Context: an optimization exercise on an open-source flow, tuned for a short achievable clock period and few clock cycles per item. The choices shown serve that exercise and are no tape-out recipe.
Function was checked by simulation only, so behaviour that the tests miss may differ from the original.
Power and IR drop assume default switching activity.

===== design/flow/design.v =====
`default_nettype none
package cpu_isa_pkg;
	typedef logic [15:0] instruction_t;   
	typedef logic [3:0] alu_op_t;         
	typedef logic [2:0] cond_t;           
	localparam logic [1:0] OP_LOAD = 2'd0;
	localparam logic [1:0] OP_STORE = 2'd1;
	localparam logic [1:0] OP_IMM = 2'd2;     
	localparam logic [1:0] OP_ARITH = 2'd3;
	localparam logic [2:0] OP2_LI = 3'd0;
	localparam logic [2:0] OP2_B = 3'd4;
	localparam logic [2:0] OP2_BCOND = 3'd7;
	localparam alu_op_t ALU_ADD = 4'd0;
	localparam alu_op_t ALU_SUB = 4'd1;
	localparam alu_op_t ALU_AND = 4'd2;
	localparam alu_op_t ALU_OR = 4'd3;
	localparam alu_op_t ALU_XOR = 4'd4;
	localparam alu_op_t ALU_CMP = 4'd5;    
	localparam alu_op_t ALU_MOV = 4'd6;
	localparam alu_op_t ALU_SLL = 4'd8;
	localparam alu_op_t ALU_SRL = 4'd10;
	localparam alu_op_t ALU_IN = 4'd12;
	localparam alu_op_t ALU_OUT = 4'd13;
	localparam alu_op_t ALU_NOP = 4'd14;
	localparam alu_op_t ALU_HLT = 4'd15;
	localparam cond_t COND_BE = 3'd0;
	localparam cond_t COND_BLT = 3'd1;
	localparam cond_t COND_BLE = 3'd2;
	localparam cond_t COND_BNE = 3'd3;
	localparam instruction_t NOP_INSTRUCTION = {OP_ARITH, 6'd0, ALU_NOP, 4'd0};
endpackage
`default_nettype wire
`default_nettype none
package cpu_machine_pkg;
	typedef logic [15:0] word_t;       
	typedef logic [2:0] reg_index_t;   
	typedef logic [3:0] flags_t;       
	localparam int FLAG_S = 3;   
	localparam int FLAG_Z = 2;   
	localparam int FLAG_C = 1;   
	localparam int FLAG_V = 0;   
endpackage
`default_nettype wire
`timescale 1ns/1ps
`default_nettype none
module simple_cpu #(
	parameter int ADDRESS_WIDTH = 6
) (
	input wire logic clock,
	input wire logic reset,
	input wire logic prog_write,
	input wire logic [ADDRESS_WIDTH-1:0] prog_address,
	input wire logic [15:0] prog_data,
	input wire logic [15:0] in,
	output logic [15:0] out,
	output logic out_valid,
	output logic halted
);
	logic [15:0] imem [64];    
	logic [5:0] itgt [64];     
	logic [15:0] dmem [64];    
	always_ff @(posedge clock) begin
		if (prog_write) begin
			imem[prog_address] <= prog_data;
			itgt[prog_address] <= prog_address + 6'd1 + prog_data[5:0];
		end
	end
	typedef struct packed {
		logic ld, st, li, jmp, be, blt, ble, bne;
		logic add, sub, lan, lor, lxor, mov, sll, srl, inp, outp, hlt;
		logic flags;    
		logic wr;       
		logic [2:0] dest;
		logic use_x;    
		logic use_y;    
	} dec_t;
	function automatic dec_t decode(input logic [15:0] ir);
		dec_t d;
		logic ar;
		logic [3:0] f;
		ar = ir[15:14] == 2'b11;
		f = ir[7:4];
		d.ld = ir[15:14] == 2'b00;
		d.st = ir[15:14] == 2'b01;
		d.li = ir[15:11] == 5'b10000;
		d.jmp = ir[15:11] == 5'b10100;
		d.be = ir[15:8] == 8'b10111000;
		d.blt = ir[15:8] == 8'b10111001;
		d.ble = ir[15:8] == 8'b10111010;
		d.bne = ir[15:8] == 8'b10111011;
		d.add = ar && f == 4'd0;
		d.sub = ar && (f == 4'd1 || f == 4'd5);
		d.lan = ar && f == 4'd2;
		d.lor = ar && f == 4'd3;
		d.lxor = ar && f == 4'd4;
		d.mov = ar && f == 4'd6;
		d.sll = ar && f == 4'd8;
		d.srl = ar && f == 4'd10;
		d.inp = ar && f == 4'd12;
		d.outp = ar && f == 4'd13;
		d.hlt = ar && f == 4'd15;
		d.flags = ar && (f <= 4'd6 || f == 4'd8 || f == 4'd10);
		d.wr = d.ld || d.li || (ar && (f <= 4'd4 || f == 4'd6 || f == 4'd8 || f == 4'd10 || f == 4'd12));
		d.dest = d.ld ? ir[13:11] : ir[10:8];
		d.use_x = d.ld || d.st || (ar && (f <= 4'd5 || f == 4'd8 || f == 4'd10));
		d.use_y = d.st || (ar && (f <= 4'd6 || f == 4'd13));
		decode = d;
	endfunction
	logic a_valid;              
	logic [15:0] ir_a, ir_b;
	logic [5:0] tg_a, tg_b;     
	logic [5:0] nx_a, nx_b;     
	logic e_ld, e_st, e_jmp, e_be, e_blt, e_ble, e_bne;
	logic e_add, e_sub, e_lan, e_lor, e_lxor, e_mov, e_sll, e_srl, e_inp, e_li, e_mem;
	logic e_outp, e_flags, e_wr;
	logic [2:0] e_dest;
	logic [15:0] e_x, e_y, e_imm;
	logic [3:0] e_sh;
	logic e_fx, e_fy;           
	logic f_z, f_lt;
	logic m_wr, m_ld, m_st;
	logic [2:0] m_dest;
	logic [15:0] m_res, m_sdata;
	logic [15:0] rf [8];
	logic [7:0] rf_valid;
	logic [15:0] in_q;
	logic taken;
	logic [15:0] x, y, bb, alu, res;
	logic [16:0] s17;
	logic lt_now, z_now;
	assign taken = e_jmp || (e_be && f_z) || (e_blt && f_lt) || (e_ble && (f_z || f_lt)) ||
		(e_bne && !f_z);
	assign x = e_fx ? m_res : e_x;
	assign y = e_fy ? m_res : e_y;
	assign bb = e_sub ? ~y : (e_mem ? e_imm : y);
	assign s17 = {x[15], x} + {bb[15], bb} + {16'd0, e_sub};
	always_comb begin
		alu = s17[15:0];
		if (e_lan) alu = x & y;
		if (e_lor) alu = x | y;
		if (e_lxor) alu = x ^ y;
		if (e_mov) alu = y;
		if (e_sll) alu = x << e_sh;
		if (e_srl) alu = x >> e_sh;
		if (e_inp) alu = in_q;
		if (e_li) alu = e_imm;
	end
	assign res = alu;
	assign z_now = res == 16'd0;
	assign lt_now = (e_add || e_sub) ? s17[16] : res[15];
	logic [15:0] wb_data;
	assign wb_data = m_ld ? dmem[m_res[5:0]] : m_res;
	dec_t da, db, ds;
	logic [15:0] ir_s;
	logic [15:0] xa, ya, xb, yb;
	logic stall, bubble;
	function automatic logic [15:0] rf_read(input logic [2:0] i);
		if (m_wr && m_dest == i) rf_read = wb_data;
		else rf_read = rf_valid[i] ? rf[i] : 16'd0;
	endfunction
	assign da = decode(ir_a);
	assign db = decode(ir_b);
	assign xa = rf_read(ir_a[10:8]);
	assign ya = rf_read(ir_a[13:11]);
	assign xb = rf_read(ir_b[10:8]);
	assign yb = rf_read(ir_b[13:11]);
	assign ds = taken ? db : da;
	assign ir_s = taken ? ir_b : ir_a;
	assign stall = e_ld && ((da.use_x && ir_a[10:8] == e_dest) || (da.use_y && ir_a[13:11] == e_dest));
	assign bubble = halted || stall || (!taken && !a_valid);
	always_ff @(posedge clock) begin
		in_q <= in;
	end
	always_ff @(posedge clock or negedge reset) begin
		if (!reset) begin
			a_valid <= 1'b0;
			nx_a <= 6'd0;
		end else if (!(halted || stall)) begin
			a_valid <= 1'b1;
			nx_a <= (taken ? nx_b : nx_a) + 6'd1;
		end
	end
	always_ff @(posedge clock) begin
		if (!(halted || stall)) begin
			ir_a <= taken ? imem[nx_b] : imem[nx_a];
			tg_a <= taken ? itgt[nx_b] : itgt[nx_a];
			ir_b <= taken ? imem[tg_b] : imem[tg_a];
			tg_b <= taken ? itgt[tg_b] : itgt[tg_a];
			nx_b <= (taken ? tg_b : tg_a) + 6'd1;
		end
	end
	always_ff @(posedge clock or negedge reset) begin
		if (!reset) begin
			{e_ld, e_st, e_jmp, e_be, e_blt, e_ble, e_bne} <= '0;
			{e_outp, e_flags, e_wr} <= '0;
			halted <= 1'b0;
		end else begin
			e_ld <= !bubble && ds.ld;
			e_st <= !bubble && ds.st;
			e_jmp <= !bubble && ds.jmp;
			e_be <= !bubble && ds.be;
			e_blt <= !bubble && ds.blt;
			e_ble <= !bubble && ds.ble;
			e_bne <= !bubble && ds.bne;
			e_outp <= !bubble && ds.outp;
			e_flags <= !bubble && ds.flags;
			e_wr <= !bubble && ds.wr;
			if (!bubble && ds.hlt)
				halted <= 1'b1;
		end
	end
	always_ff @(posedge clock) begin
		e_add <= ds.add;
		e_sub <= ds.sub;
		e_lan <= ds.lan;
		e_lor <= ds.lor;
		e_lxor <= ds.lxor;
		e_mov <= ds.mov;
		e_sll <= ds.sll;
		e_srl <= ds.srl;
		e_inp <= ds.inp;
		e_li <= ds.li;
		e_mem <= ds.ld || ds.st;
		e_dest <= ds.dest;
		e_x <= taken ? xb : xa;
		e_y <= taken ? yb : ya;
		e_imm <= {{8{ir_s[7]}}, ir_s[7:0]};
		e_sh <= ir_s[3:0];
		e_fx <= e_wr && e_dest == ir_s[10:8];
		e_fy <= e_wr && e_dest == ir_s[13:11];
	end
	always_ff @(posedge clock or negedge reset) begin
		if (!reset) begin
			m_wr <= 1'b0;
			m_ld <= 1'b0;
			m_st <= 1'b0;
			f_z <= 1'b0;
			f_lt <= 1'b0;
			out <= 16'd0;
			out_valid <= 1'b0;
		end else begin
			m_wr <= e_wr;
			m_ld <= e_ld;
			m_st <= e_st;
			if (e_flags) begin
				f_z <= z_now;
				f_lt <= lt_now;
			end
			if (e_outp)
				out <= y;
			out_valid <= e_outp;
		end
	end
	always_ff @(posedge clock) begin
		m_dest <= e_dest;
		m_res <= res;
		m_sdata <= y;
	end
	always_ff @(posedge clock) begin
		if (m_st)
			dmem[m_res[5:0]] <= m_sdata;
	end
	always_ff @(posedge clock or negedge reset) begin
		if (!reset)
			rf_valid <= '0;
		else if (m_wr)
			rf_valid[m_dest] <= 1'b1;
	end
	always_ff @(posedge clock) begin
		if (m_wr)
			rf[m_dest] <= wb_data;
	end
endmodule
`default_nettype wire

===== design/flow/constraint.sdc =====
create_clock -name core_clock -period 8.0 [get_ports {clock}]
set_input_delay 1.6000 -clock core_clock [delete_from_list [all_inputs] [get_ports {clock}]]
set_output_delay 1.6000 -clock core_clock [all_outputs]
set_load 0.01 [all_outputs]

===== design/flow/run.sh =====
#!/bin/bash
# synth_recipe.tcl (not shown) runs the flow's synth.tcl, then flattens the netlist and writes it again
# the make line also repeats each setting of config.mk as NAME=value (left out here)
make -C /OpenROAD-flow-scripts/flow DESIGN_CONFIG=/design/flow/config.mk WORK_HOME=/design/flow/orfs CLKGATE_MAP_FILE= SYNTH_SCRIPT=/design/flow/synth_recipe.tcl finish

===== design/flow/config.mk =====
export PLATFORM = sky130hd
export DESIGN_NAME = simple_cpu
export DESIGN_NICKNAME = simple_cpu
export VERILOG_FILES = /design/flow/design.v
export SDC_FILE = /design/flow/constraint.sdc
export NUM_CORES = 4
export LEC_CHECK = 0
export ABC_CLOCK_PERIOD_IN_PS = 2500
export CAP_MARGIN = 20
export CORE_MARGIN = 2
export CORE_UTILIZATION = 40
export SETUP_SLACK_MARGIN = 5
export SLEW_MARGIN = 20

==> qor.txt, run 1 <==
fin nets = 8507
crit path capture type = flip-flop
RSZ-0062 raised after global routing = true
crit start category = flip-flop
CTS Sinks = 2795
dpl hpwl = 293000 µm
GRT overflow = 0
power share of the clock group = 19.3%
total nets after synthesis = 7983
Final Critical Period = 4.26 ns
CTS Buffer Depth = 4
commonest non-fill, non-tap cell in the layout = edfxtp_1
Avg Cell Area, Syn = 18.4 µm²
IO Pins = 59
Pwr Density = 437 mW/mm²
Placed Area = 0.153 mm²
sequential-to-total area share from yosys stat = 56.7%
initial antenna violation count = 30
Crit Path Class = reg2reg
Clock Latency Late Sink = 0.97 ns
CTS tree = done
Area Overhead vs Synth = 21.9%
routability cong. = 0.925
Fin. Hold Viols = 0
DRC viols = 0
mapped cell area = 0.145 mm²
Synth Instances = 7881
most frequent cells in the layout = edfxtp_1 (2610), mux4_2 (1996), buf_4 (373), clkbuf_16 (354), a22oi_1 (339)
leak pwr = 56.6 nW
Fmax = 235 MHz
Worst Path Arrival = 5.09 ns
Seq pwr share = 25.4%
Post-synth EDFFs = 2610
number of buffers added on ports = 58
maximum fanout along the worst path = 4
detailed-route vias per instance = 7.22
fin cells = 13500
Max Cap Viol = 0
Setup Skew = 0.0971 ns
Antenna Nets Post-Route = 0
final setup TNS = 0 ns
period utilization = 53.3%
placed insts = 12300
Primary FF master, synth = edfxtp_1
Clock Tree Root = clkbuf_16
drt total wl = 582000 µm
hold crit path type = reg2reg
net switching power = 0.0309 W
Cell variety after synth = 89
share of layout cells above drive strength 1 = 46.2%
# rows = 221
Worst IR Drop VDD = 0.279 mV
First-pass DRT Iterations = 6
first-pass GRT wire length = 780000 µm
final setup margin = 3.74 ns
Num CTS Buffers = 307
Slew HR = 20.5%
Filler Cell Count = 28900
status = finished clean
Least-Margin Pin Slew = 1.19 ns
Die Ht = 607 µm
Die Span X = 607 µm
asr flop ratio synth = 1.72%
Max Transition Viols Final = 0
setup slack after placement = 2.88 ns
gr usage total = 30.8%
#FFs+latches synth = 2795
design area = 0.177 mm²
Logic pwr share = 55.3%
final setup vio count = 0
Final Power = 0.0774 W
initial detailed-routing violation count = 17400
via count = 97300
Clock Pin Slew Worst Setup and Hold Paths = 0.06 ns
core area = 0.362 mm²
Die Area = 0.368 mm²
internal power = 0.0465 W
pin count of the biggest net entering global routing = 91
Initial Util = 40.1%
Sw Ratio = 39.9%
H-tree levels = 5
Worst setup startpoint = e_fy
Yosys warning total = 1
Avg WL per Cell = 43.2 µm
R2R Path Start = e_fy
vias in the first global route = 92600
hold_sp = e_st
worst path required time = 8.83 ns
kinds of logic (layout without fill, tap and decap cells):
group                      after synthesis  in the layout  share of synthesized area (%)
AOI/OAI and AO/OA                     1144           1144                           5.60
xor gates and xnor gates                44             44                          0.265
adders and majority gates               62             62                          0.548
buffers and inverters                  811           1581                           2.15
DFF                                   2795           2795                           56.7
muxes                                 2163           2163                           32.1
other                                    0             23                              0
and+or+nand+nor                        862            867                           2.66
path summary, 6_finish.rpt:
| path | slack, ns | cells after the start | to |
|---|---|---|---|
| setup / recovery | 3.74 | 17 | f_z |
| hold / removal | 0.38 | 0 | m_st |
| setup reg to reg | 3.74 | 17 | f_z |
| hold reg to reg | 0.38 | 0 | m_st |
| max in group asynchronous | 6.39 | 2 | nx_a[5] |
| min in group asynchronous | 0.88 | 2 | out[4] |
critical path, cell delays in order (launching register included):
cell and delay [ns]:
dfxtp_4 0.38, buf_12 0.12, mux2i_4 0.28, nand2_1 0.12, o21ai_1 0.14, fa_2 0.26
inv_2 0.06, fa_2 0.44, nor2b_4 0.18, o22ai_2 0.09, xor2_1 0.16, nor2_1 0.06
o21a_1 0.19, o31a_1 0.29, or4_4 0.53, or4b_1 0.49, and4bb_1 0.26, a41o_1 0.15
per-stage QoR:
stage | hold WS (ns) | util [%]
4_1_cts | 0.385 | 48.0
3_5_place_dp | 0.372 | 42.2
3_3_place_gp | 0.370 | 42.2
5_1_grt | 0.390 | 48.9
2_1_floorplan | 0.331 | -
6_report | 0.376 | 48.9
flip-flops by register name (all words and copies together), names as in the netlist, 6 cells and up, named ones only:
name,flops
in_q,16
rf,128
e_y,16
m_sdata,16
ir_a,16
nx_b,6
out,16
rf_valid,8
tg_a,6
dmem,1024
itgt,384
imem,1024
m_res,16
tg_b,6
nx_a,6
ir_b,16
e_x,16
power groups by stage:
stage	clock [W]	combinational (W)	sequential, W
global placement	0	0.0315	0.0205
floorplan	0	0.0220	0.0188
global route	0.0155	0.0436	0.0197
CTS	0.0150	0.0397	0.0196
finish	0.0149	0.0428	0.0197
detailed placement	0	0.0315	0.0205
cell type report:
cell class / count / area [µm²] / share of cell area [%]
Antenna cell: 23 / 57.6 / 0.0325
Clock buffer: 381 / 8190 / 4.62
Clock inverter: 179 / 2190 / 1.24
Inverter: 89 / 374 / 0.211
Multi-Input combinational cell: 4280 / 63700 / 36.0
Sequential cell: 2795 / 82500 / 46.6
Tap cell: 4794 / 6000 / 3.39
Timing Repair Buffer: 931 / 14100 / 7.96
Timing Repair inverter: 1 / 7.51 / 0.00424
routing by layer:
layer  routed length, µm  GRT usage (%)  vias up
met5                 182              0        -
met4               34700           14.7       24
met3               87000           10.0     1700
met2              259000           46.1     8560
met1              201000           40.8    51200
li1                    -              -    35800
synthesized netlist by cell type, types with 58 or more instances:
master / number / area [µm²]
edfxtp_1: 2610 / 78400
mux4_2: 1996 / 45000
clkbuf_1: 504 / 1890
a22oi_1: 377 / 2830
nand2_1: 339 / 1270
nor2_1: 256 / 961
buf_1: 196 / 736
mux2i_1: 148 / 1480
dfxtp_1: 137 / 2740
o21ai_0: 132 / 661
a21oi_1: 120 / 601
a31oi_1: 103 / 644
a221oi_1: 88 / 771
inv_1: 87 / 327
a22o_1: 80 / 701
nand3_1: 59 / 295
ha_1: 58 / 726
repair_timing:
| action | in CTS | in global routing |
|---|---|---|
| resized for setup | 944 | 266 |
| gates cloned | 156 | 44 |
| hold endpoints to repair | 0 | 0 |
| pin swaps | 174 | 128 |
| hold buffers | 0 | 0 |
| endpoints found under the setup margin | 2462 | 1254 |
| buffers inserted | 296 | 97 |
Testbench counts, summed over its fixed seeds: cycles 319,005, programs 2,400.
==> run 2: changes to the inputs <==
--- a/design/flow/design.v
+++ b/design/flow/design.v
@@ -126,5 +126,5 @@
 	logic [15:0] in_q;
 	logic taken;
-	logic [15:0] x, y, bb, alu, res;
+	logic [15:0] x, y, bb, res, shl, shr;
 	logic [16:0] s17;
 	logic lt_now, z_now;
@@ -134,19 +134,39 @@
 	assign y = e_fy ? m_res : e_y;
 	assign bb = e_sub ? ~y : (e_mem ? e_imm : y);
-	assign s17 = {x[15], x} + {bb[15], bb} + {16'd0, e_sub};
+	assign shl = x << e_sh;
+	assign shr = x >> e_sh;
 	always_comb begin
-		alu = s17[15:0];
-		if (e_lan) alu = x & y;
-		if (e_lor) alu = x | y;
-		if (e_lxor) alu = x ^ y;
-		if (e_mov) alu = y;
-		if (e_sll) alu = x << e_sh;
-		if (e_srl) alu = x >> e_sh;
-		if (e_inp) alu = in_q;
-		if (e_li) alu = e_imm;
-	end
-	assign res = alu;
-	assign z_now = res == 16'd0;
-	assign lt_now = (e_add || e_sub) ? s17[16] : res[15];
+		logic [16:0] xa, ya, g, p, gg, pp;
+		logic [17:0] c;
+		xa = {x[15], x};
+		ya = {bb[15], bb};
+		g = xa & ya;
+		p = xa ^ ya;
+		gg = g;
+		pp = p;
+		gg[0] = g[0] | (p[0] & e_sub);
+		for (int d = 1; d < 17; d = d * 2)
+			for (int i = 16; i >= d; i--) begin
+				gg[i] = gg[i] | (pp[i] & gg[i - d]);
+				pp[i] = pp[i] & pp[i - d];
+			end
+		c = {gg, e_sub};
+		s17 = p ^ c[16:0];
+	end
+	logic e_sum;
+	assign e_sum = !(e_lan || e_lor || e_lxor || e_mov || e_sll || e_srl || e_inp || e_li);
+	assign res = ({16{e_sum}} & s17[15:0]) | ({16{e_lan}} & (x & y)) |
+		({16{e_lor}} & (x | y)) | ({16{e_lxor}} & (x ^ y)) | ({16{e_mov}} & y) |
+		({16{e_sll}} & shl) | ({16{e_srl}} & shr) | ({16{e_inp}} & in_q) |
+		({16{e_li}} & e_imm);
+	logic z_add, xeqy;
+	assign z_add = &((x ^ y) ~^ {x[14:0] | y[14:0], 1'b0});   
+	assign xeqy = x == y;
+	assign z_now = (e_add && z_add) || ((e_sub || e_lxor) && xeqy) ||
+		(e_lan && (x & y) == 16'd0) || (e_lor && (x | y) == 16'd0) ||
+		(e_mov && y == 16'd0) || (e_sll && shl == 16'd0) || (e_srl && shr == 16'd0);
+	assign lt_now = ((e_add || e_sub) && s17[16]) || (e_lan && x[15] && y[15]) ||
+		(e_lor && (x[15] || y[15])) || (e_lxor && (x[15] ^ y[15])) || (e_mov && y[15]) ||
+		(e_sll && shl[15]) || (e_srl && shr[15]);
 	logic [15:0] wb_data;
 	assign wb_data = m_ld ? dmem[m_res[5:0]] : m_res;
==> qor.txt, run 2 <==
initial antenna violation count = 37
met2 usage = 45.8%
drt total wl = 585000 µm
Least-Margin Pin Slew = 1.28 ns
Setup Skew = 0.0854 ns
WHS Path Cells = 0
GRT overflow = 0
Synth Instances = 7940
H-tree levels = 5
hold crit path type = reg2reg
Clock Latency Late Sink = 0.97 ns
IO Pins = 59
Sw Ratio = 40.9%
period utilization = 42.9%
Area Overhead vs Synth = 21.5%
vias in the first global route = 93400
maximum fanout along the worst path = 5
net switching power = 0.0324 W
Fmax = 291 MHz
sequential-to-total area share from yosys stat = 56.3%
Post-synth top cells = edfxtp_1 (2610), mux4_2 (1965), clkbuf_1 (441)
core area = 0.365 mm²
Worst R2R Path Depth = 9
crit-path leading delay family = multiplexers
Hold Path Sink = m_st
Die Ht = 609 µm
Max Transition Viols Final = 0
fin nets = 8653
power share of the clock group = 18.3%
Slowest Stage Delay on Critical Path = 0.55 ns
Yosys warning total = 1
Max Cap Viol = 0
final setup margin = 4.57 ns
most frequent cells in the layout = edfxtp_1 (2610), mux4_2 (1965), buf_4 (468), a22oi_1 (385), clkbuf_16 (349)
worst path buffer plus inverter count = 4
detailed-route vias per instance = 7.22
Die Area = 0.371 mm²
#FFs+latches synth = 2795
slowest CP cell = mux4_2
mapped cell area = 0.146 mm²
crit start category = flip-flop
Logic pwr share = 56.9%
Crit Path Class = reg2reg
DRC viols = 0
setup slack after placement = 2.68 ns
Initial Util = 40.1%
Fin Hold WS = 0.347 ns
CTS Buffer Depth = 4
Post-synth EDFFs = 2610
routability cong. = 0.925
First-pass DRT Iterations = 7
most common cell in the netlist = edfxtp_1
Worst IR Drop VDD = 0.351 mV
Avg WL per Cell = 42.9 µm
pin count of the biggest net entering global routing = 79
RSZ-0062 raised after global routing = true
Cell variety after synth = 78
total nets after synthesis = 8042
R2R Path Start = nx_a[0]
gr busiest metal = met2
status = finished clean
met1 GRT Util = 39.6%
hold_sp = e_st
Slew HR = 14.9%
design area = 0.178 mm²
number of buffers added on ports = 58
# rows = 222
Avg Cell Area, Syn = 18.4 µm²
Num CTS Buffers = 312
Clock Tree Root = clkbuf_16
Pwr Density = 446 mW/mm²
Seq pwr share = 24.8%
Final Critical Period = 3.43 ns
worst path required time = 8.79 ns
asr flop ratio synth = 1.72%
CTS Sinks = 2795
Primary FF master, synth = edfxtp_1
initial detailed-routing violation count = 16600
CTS tree = done
via count = 98500
Die Span X = 609 µm
share of layout cells above drive strength 1 = 46.3%
Placed Area = 0.154 mm²
top cell type's share of synthesized area = 53.6%
critical-path cell list = buf_16, buf_6, buf_12, buf_16, mux4_2, mux4_2, mux2_4, a311o_2, mux2_4
Synth area leaders = edfxtp_1 (54%), mux4_2 (30%), a22oi_1 (2.2%)
internal power = 0.0468 W
reg2reg setup slack = 4.57 ns
GR Util met3 = 10.6%
leak pwr = 56.7 nW
first-pass GRT wire length = 789000 µm
Worst Path Arrival = 4.22 ns
Fin. Hold Viols = 0
dpl hpwl = 315000 µm
final setup TNS = 0 ns
commonest non-fill, non-tap cell in the layout = edfxtp_1
final setup vio count = 0
crit path capture type = flip-flop
Antenna Nets Post-Route = 0
post-synth top area cell = edfxtp_1
Clock Pin Slew Worst Setup and Hold Paths = 0.07 ns
gr usage total = 30.6%
-- run 2: changes by cell type after synthesis, moves of 19 or more --
cell	before	now
mux2i_1	148	185
a221oi_1	88	58
a22o_1	80	45
nand2_1	339	281
nor2_1	256	202
a31oi_1	103	35
nand4_1	48	29
clkbuf_1	504	441
a22oi_1	377	432
mux4_2	1996	1965
mux2_2	17	92
buf_2	12	169
buf_1	196	97
a41oi_1	20	73
-- run 2: layout make-up --
| class | count | area (µm²) |
|---|---|---|
| Antenna cell | 26 | 65.1 |
| Tap cell | 4816 | 6030 |
| Multi-Input combinational cell | 4353 | 64300 |
| Clock buffer | 414 | 8540 |
| Sequential cell | 2795 | 82500 |
| Inverter | 80 | 392 |
| Fill cell | 29300 | 187000 |
| Timing Repair Buffer | 1009 | 14300 |
| Clock inverter | 157 | 1570 |
-- run 2: power groups by stage --
| stage | logic, W | registers (W) | clock network, W |
|---|---|---|---|
| after CTS | 0.0416 | 0.0196 | 0.0146 |
| after detailed placement | 0.0336 | 0.0205 | 0 |
| after floorplan | 0.0229 | 0.0190 | 0 |
| after global placement | 0.0335 | 0.0204 | 0 |
| after global routing | 0.0458 | 0.0197 | 0.0151 |
| final | 0.0451 | 0.0196 | 0.0145 |
-- run 2: worst max-delay path by stage --
| stage | from | cells after the start | slack (ns) | end |
|---|---|---|---|---|
| 5_1_grt | e_fy | 15 | 4.56 | m_res[14] |
| 2_1_floorplan | prog_data[1] | 6 | 4.64 | itgt[0][5] |
| 4_1_cts | e_fy | 15 | 4.57 | m_res[14] |
| 3_3_place_gp | prog_address[1] | 3 | 2.69 | imem[31][7] |
| 3_5_place_dp | prog_address[1] | 4 | 2.68 | imem[39][13] |
| 6_report | nx_a[0] | 9 | 4.57 | flip-flop |
-- run 2: logic make-up (layout without fill, tap and decap cells) --
logic type	count (synthesis)	count (layout)	share of synthesized area [%]
AOI/OAI and AO/OA	1143	1144	5.62
xor gates and xnor gates	57	57	0.341
adders and majority gates	62	62	0.544
buffers and inverters	807	1660	2.28
DFF	2795	2795	56.3
muxes	2242	2242	32.2
other	0	26	0
and+or+nand+nor	834	848	2.70
-- run 2: stage by stage --
stage | total power (W) | utilization (%) | cells
after global placement | 0.0539 | 42.1 | 12400
after CTS | 0.0757 | 47.8 | 13400
after floorplan | 0.0419 | - | 7940
final | 0.0792 | 48.7 | 13700
after detailed placement | 0.0541 | 42.2 | 12400
after global routing | 0.0806 | 48.7 | 13600
-- run 2: repair_timing --
item                                    in CTS  in global routing
resized for setup                          784                290
gates cloned                               135                 25
endpoints found under the setup margin    2922               1104
pin swaps                                  145                147
hold buffers                                 0                  0
setup buffers                              345                156
-- run 2: metal layers --
metal  up-vias  wire length [µm]
met5         -               265
met4        22             36900
met3      1825             87200
met2      8775            261000
met1     51600            200000
li1      36300                 -
Testbench counts of run 2, summed over its fixed seeds: cycles 319,005, programs 2,400.

static timing again, ports no longer ideal:
How much do the figures lean on ideal ports? The routed layouts below were timed once more, with nothing changed but the port constraints.
Step 1 assumes that a clkbuf_16 drives the clock port and a buf_2 every other input.
Step 2 times the ports against the registers' clock, not the clock port: input delays grow and output delays shrink by t, the midpoint of the rising clock arrivals with the driver on.
Three values: ideal ports, drivers, drivers and shift; two values: the first two.
| run | shift t [ns] | slack for setup (ns) | worst register clock-pin slew, ns |
|---|---|---|---|
| run 1 | 1.044 | 3.737 / 3.737 / 3.737 | 0.07 / 0.07 |
| run 2 | 1.036 | 4.567 / 4.567 / 4.124 | 0.07 / 0.07 |
After both steps every run listed still meets setup and hold. For run 2, which loses most, drivers alone change the setup slack by 0.000 ns; drivers and shift together by -0.443 ns.
